This design comes from an exercise in tuning for small area and a short achievable clock period on the open sky130 flow, not from production work. Where RTL was checked, it was by simulation tests only, not by an equivalence proof against the original. No activity file was given, so power comes from the tool's default toggle rates.

==> flow/design.v <==
package rbdeq_pkg;
  localparam int unsigned DEPTH = 16;
  localparam int unsigned CNT_W = $clog2(DEPTH + 1);
  localparam int unsigned WORD_W = 32;
  localparam int unsigned RING = DEPTH - 2;
  typedef enum logic [2:0] {
    FUNC_PUSH_FRONT = 3'd0,
    FUNC_PUSH_BACK  = 3'd1,
    FUNC_POP_FRONT  = 3'd2,
    FUNC_POP_BACK   = 3'd3,
    FUNC_NONE       = 3'd4
  } func_e;
  typedef enum logic [1:0] {
    ST_DONE       = 2'd0,
    ST_FULL       = 2'd1,
    ST_EMPTY      = 2'd2
  } status_e;
  typedef struct packed {
    logic [2:0]               func;
    logic signed [WORD_W-1:0] push_value;
  } cmd_t;
  typedef struct packed {
    logic signed [WORD_W-1:0] popped_value;
    logic [1:0]               status;
    logic [4:0]               count_after;
    logic signed [WORD_W-1:0] first_value;
    logic signed [WORD_W-1:0] last_value;
  } res_t;
endpackage
module rbdeq_cell (
  input  logic                                clk_i,
  input  logic                                we_i,
  input  logic signed [rbdeq_pkg::WORD_W-1:0] wdata_i,
  output logic signed [rbdeq_pkg::WORD_W-1:0] data_o
);
  always_ff @(posedge clk_i) begin
    if (we_i) data_o <= wdata_i;
  end
endmodule
module ring_buffer_double_ended_queue (
  input  logic         clk_i,
  input  logic         rst_ni,
  input  logic         start_i,
  input  logic [34:0]  cmd_i_flat,
  output logic         busy_o,
  output logic         done_o,
  output logic [102:0] result_o_flat
);
  localparam int unsigned RING = rbdeq_pkg::RING;
  localparam int unsigned W    = rbdeq_pkg::WORD_W;
  rbdeq_pkg::cmd_t cmd_i;
  rbdeq_pkg::res_t result_o;
  assign cmd_i         = rbdeq_pkg::cmd_t'(cmd_i_flat);
  assign result_o_flat = result_o;
  logic [rbdeq_pkg::CNT_W-1:0] count_q, count_d;
  logic                        empty_q, one_q, two_q, full_q;
  logic                        empty_d, one_d, two_d, full_d;
  logic [RING-1:0]             head_q, head_d, tail_q, tail_d;
  logic [RING-1:0]             head_prev, head_next, tail_prev, tail_next;
  logic signed [W-1:0]         front_q, front_d, back_q, back_d;
  logic signed [W-1:0]         popped_q, popped_d;
  logic [1:0]                  status_q, status_d;
  logic                        done_q;
  logic signed [W-1:0]         ring_data [RING];
  logic signed [W-1:0]         ring_rdata, ring_wdata;
  logic [RING-1:0]             ring_rsel, ring_we;
  logic accept, three, fifteen, ge2, ge3;
  logic req_pf, req_pb, req_qf, req_qb, req_push, req_pop;
  logic push_f, push_b, pop_f, pop_b, push_ring_f, push_ring_b;
  logic f_pv, f_back, f_ring, f_hold;
  logic b_pv, b_front, b_ring, b_hold;
  assign busy_o = 1'b0;
  assign accept = start_i;
  assign ge2     = !empty_q && !one_q;
  assign ge3     = ge2 && !two_q;
  assign three   = (count_q == 5'd3);
  assign fifteen = (count_q == 5'd15);
  assign req_pf   = accept && (cmd_i.func == rbdeq_pkg::FUNC_PUSH_FRONT);
  assign req_pb   = accept && (cmd_i.func == rbdeq_pkg::FUNC_PUSH_BACK);
  assign req_qf   = accept && (cmd_i.func == rbdeq_pkg::FUNC_POP_FRONT);
  assign req_qb   = accept && (cmd_i.func == rbdeq_pkg::FUNC_POP_BACK);
  assign req_push = accept && (cmd_i.func[2:1] == 2'b00);
  assign req_pop  = accept && (cmd_i.func[2:1] == 2'b01);
  assign push_f   = req_pf && !full_q;
  assign push_b   = req_pb && !full_q;
  assign pop_f    = req_qf && !empty_q;
  assign pop_b    = req_qb && !empty_q;
  assign head_prev = {head_q[0], head_q[RING-1:1]};
  assign head_next = {head_q[RING-2:0], head_q[RING-1]};
  assign tail_prev = {tail_q[0], tail_q[RING-1:1]};
  assign tail_next = {tail_q[RING-2:0], tail_q[RING-1]};
  for (genvar i = 0; i < RING; i++) begin : g_ring
    rbdeq_cell u_cell (
      .clk_i  (clk_i),
      .we_i   (ring_we[i]),
      .wdata_i(ring_wdata),
      .data_o (ring_data[i])
    );
  end
  assign ring_rsel = cmd_i.func[0] ? tail_prev : head_q;
  always_comb begin
    ring_rdata = '0;
    for (int i = 0; i < RING; i++) begin
      ring_rdata = ring_rdata | (ring_rsel[i] ? ring_data[i] : '0);
    end
  end
  assign push_ring_f = ge2 && !full_q && req_pf;
  assign push_ring_b = ge2 && !full_q && req_pb;
  assign ring_wdata  = cmd_i.func[0] ? back_q : front_q;
  assign ring_we     = ({RING{push_ring_f}} & head_prev) | ({RING{push_ring_b}} & tail_q);
  always_comb begin
    head_d = head_q;
    tail_d = tail_q;
    if (push_ring_f)         head_d = head_prev;
    if (req_qf && ge3)       head_d = head_next;
    if (push_ring_b)         tail_d = tail_next;
    if (req_qb && ge3)       tail_d = tail_prev;
  end
  assign f_pv    = push_f || (req_pb && empty_q);
  assign f_back  = req_qf && two_q;
  assign f_ring  = req_qf && ge3;
  assign f_hold  = !empty_q && !push_f && !req_qf && !(req_qb && one_q);
  assign b_pv    = push_b || (req_pf && empty_q);
  assign b_front = req_qb && two_q;
  assign b_ring  = req_qb && ge3;
  assign b_hold  = !empty_q && !push_b && !req_qb && !(req_qf && one_q);
  assign front_d = ({W{f_pv}} & cmd_i.push_value) | ({W{f_back}} & back_q) |
                   ({W{f_ring}} & ring_rdata) | ({W{f_hold}} & front_q);
  assign back_d  = ({W{b_pv}} & cmd_i.push_value) | ({W{b_front}} & front_q) |
                   ({W{b_ring}} & ring_rdata) | ({W{b_hold}} & back_q);
  always_comb begin
    count_d  = count_q;
    status_d = rbdeq_pkg::ST_DONE;
    popped_d = '0;
    if (push_f || push_b) count_d = count_q + 1'b1;
    if (pop_f || pop_b)   count_d = count_q - 1'b1;
    if (pop_f) popped_d = front_q;
    if (pop_b) popped_d = back_q;
    if (req_push && full_q)  status_d = rbdeq_pkg::ST_FULL;
    if (req_pop && empty_q)  status_d = rbdeq_pkg::ST_EMPTY;
  end
  assign empty_d = (empty_q && !req_push) || (one_q && req_pop);
  assign one_d   = (empty_q && req_push) || (one_q && !req_push && !req_pop) || (two_q && req_pop);
  assign two_d   = (one_q && req_push) || (two_q && !req_push && !req_pop) || (three && req_pop);
  assign full_d  = (full_q && !req_pop) || (fifteen && req_push);
  always_ff @(posedge clk_i or negedge rst_ni) begin
    if (!rst_ni) begin
      count_q <= '0;
      empty_q <= 1'b1;
      one_q   <= 1'b0;
      two_q   <= 1'b0;
      full_q  <= 1'b0;
      done_q  <= 1'b0;
      head_q  <= RING'(1);
      tail_q  <= RING'(1);
    end else begin
      count_q <= count_d;
      empty_q <= empty_d;
      one_q   <= one_d;
      two_q   <= two_d;
      full_q  <= full_d;
      done_q  <= accept;
      head_q  <= head_d;
      tail_q  <= tail_d;
    end
  end
  always_ff @(posedge clk_i) begin
    front_q  <= front_d;
    back_q   <= back_d;
    popped_q <= popped_d;
    status_q <= status_d;
  end
  assign done_o                = done_q;
  assign result_o.popped_value = popped_q;
  assign result_o.status       = status_q;
  assign result_o.count_after  = 5'(count_q);
  assign result_o.first_value  = front_q;
  assign result_o.last_value   = back_q;
endmodule
export LEC_CHECK = 0
export CAP_MARGIN = 20
export CORE_MARGIN = 2
export CORE_UTILIZATION = 60
export CTS_BUF_LIST = sky130_fd_sc_hd__clkbuf_16
export CTS_CLUSTER_DIAMETER = 60
export CTS_CLUSTER_SIZE = 25
export SETUP_SLACK_MARGIN = 2.8
export SLEW_MARGIN = 20
create_clock -name core_clock -period 5.0 [get_ports {clk_i}]
standard.sh (not shown) runs the stock make flow with config.mk's settings and CLKGATE_MAP_FILE= SYNTH_SCRIPT=/design/flow/synth_recipe.tcl, a recipe that flattens the netlist after the stock synthesis.
==> flow/flow/run.sh <==
#!/bin/bash
# Layout flow: the standard ORFS flow (standard.sh), unchanged except that the
# port buffers are plain sky130 buf_2 cells instead of the delay-cell buffers that
# buffer_ports picks by default.
set -euo pipefail
export BUFFER_PORTS_ARGS="-buffer_cell sky130_fd_sc_hd__buf_2"
bash standard.sh > standard_flow.log 2>&1
The baseline produced a clean layout.
==> next run, changes <==
--- a/flow/design.v
+++ b/flow/design.v
@@ -54,6 +54,6 @@
   assign result_o_flat = result_o;
   logic [rbdeq_pkg::CNT_W-1:0] count_q, count_d;
-  logic                        empty_q, one_q, two_q, full_q;
-  logic                        empty_d, one_d, two_d, full_d;
+  logic                        empty_q, one_q, two_q, ge3_q, mid_q, full_q;
+  logic                        empty_d, one_d, two_d, ge3_d, mid_d, full_d;
   logic [RING-1:0]             head_q, head_d, tail_q, tail_d;
   logic [RING-1:0]             head_prev, head_next, tail_prev, tail_next;
@@ -65,5 +65,5 @@
   logic signed [W-1:0]         ring_rdata, ring_wdata;
   logic [RING-1:0]             ring_rsel, ring_we;
-  logic accept, three, fifteen, ge2, ge3;
+  logic accept, three, fifteen;
   logic req_pf, req_pb, req_qf, req_qb, req_push, req_pop;
   logic push_f, push_b, pop_f, pop_b, push_ring_f, push_ring_b;
@@ -72,6 +72,4 @@
   assign busy_o = 1'b0;
   assign accept = start_i;
-  assign ge2     = !empty_q && !one_q;
-  assign ge3     = ge2 && !two_q;
   assign three   = (count_q == 5'd3);
   assign fifteen = (count_q == 5'd15);
@@ -105,6 +103,6 @@
     end
   end
-  assign push_ring_f = ge2 && !full_q && req_pf;
-  assign push_ring_b = ge2 && !full_q && req_pb;
+  assign push_ring_f = mid_q && req_pf;
+  assign push_ring_b = mid_q && req_pb;
   assign ring_wdata  = cmd_i.func[0] ? back_q : front_q;
   assign ring_we     = ({RING{push_ring_f}} & head_prev) | ({RING{push_ring_b}} & tail_q);
@@ -113,15 +111,15 @@
     tail_d = tail_q;
     if (push_ring_f)         head_d = head_prev;
-    if (req_qf && ge3)       head_d = head_next;
+    if (req_qf && ge3_q)     head_d = head_next;
     if (push_ring_b)         tail_d = tail_next;
-    if (req_qb && ge3)       tail_d = tail_prev;
+    if (req_qb && ge3_q)     tail_d = tail_prev;
   end
   assign f_pv    = push_f || (req_pb && empty_q);
   assign f_back  = req_qf && two_q;
-  assign f_ring  = req_qf && ge3;
+  assign f_ring  = req_qf && ge3_q;
   assign f_hold  = !empty_q && !push_f && !req_qf && !(req_qb && one_q);
   assign b_pv    = push_b || (req_pf && empty_q);
   assign b_front = req_qb && two_q;
-  assign b_ring  = req_qb && ge3;
+  assign b_ring  = req_qb && ge3_q;
   assign b_hold  = !empty_q && !push_b && !req_qb && !(req_qf && one_q);
   assign front_d = ({W{f_pv}} & cmd_i.push_value) | ({W{f_back}} & back_q) |
@@ -143,4 +141,7 @@
   assign one_d   = (empty_q && req_push) || (one_q && !req_push && !req_pop) || (two_q && req_pop);
   assign two_d   = (one_q && req_push) || (two_q && !req_push && !req_pop) || (three && req_pop);
+  assign ge3_d   = (ge3_q && !(three && req_pop)) || (two_q && req_push);
+  assign mid_d   = (one_q && req_push) || (full_q && req_pop) ||
+                   (mid_q && !(two_q && req_pop) && !(fifteen && req_push));
   assign full_d  = (full_q && !req_pop) || (fifteen && req_push);
   always_ff @(posedge clk_i or negedge rst_ni) begin
@@ -150,4 +151,6 @@
       one_q   <= 1'b0;
       two_q   <= 1'b0;
+      ge3_q   <= 1'b0;
+      mid_q   <= 1'b0;
       full_q  <= 1'b0;
       done_q  <= 1'b0;
@@ -159,4 +162,6 @@
       one_q   <= one_d;
       two_q   <= two_d;
+      ge3_q   <= ge3_d;
+      mid_q   <= mid_d;
       full_q  <= full_d;
       done_q  <= accept;
Clock-buffer cell count went up by 2.
Design area goes up by 4.1%.
Core utilization rose by 3.0 points.
Register-to-register slack degrades by 0.03 ns.
Non-clock buffer count went up by 34.
Power drops by 6.9%.
Global-route usage grows by 5.6 points.
Worst setup slack gets worse by 0.090 ns.
Final cell count went up by 0.76%.
No functional check of the RTL was part of the second run of this note.

==> static timing again, ports no longer ideal <==
Ports are ideal in the flow. The routed layouts listed here were re-timed in OpenROAD.
Step 1: set_driving_cell puts a clkbuf_16 on clk_i and a buf_2 on each other input, an assumption about the parent block.
Step 2 moves the port delays by t, midway between the first and last clock arrival at a register: inputs arrive t later, outputs are due t later. That takes back most of the time a late clock gives input paths.
a / b / c = no drivers / after step 1 / after step 2; a / b = the first two.
run	t (ns)	setup slack, ns	hold slack, ns	worst register clock-pin slew, ns	cell pins on the clock port's net
the first run	0.619	2.742 / 2.675 / 2.056	0.478 / 0.478 / 0.478	0.10 / 0.10	1
the second run	0.619	2.652 / 2.607 / 1.988	0.525 / 0.525 / 0.525	0.10 / 0.10	1
After both steps setup and hold are still met in every run listed. For the first run, which loses most, drivers alone change the setup slack by -0.067 ns; drivers and shift together by -0.686 ns.
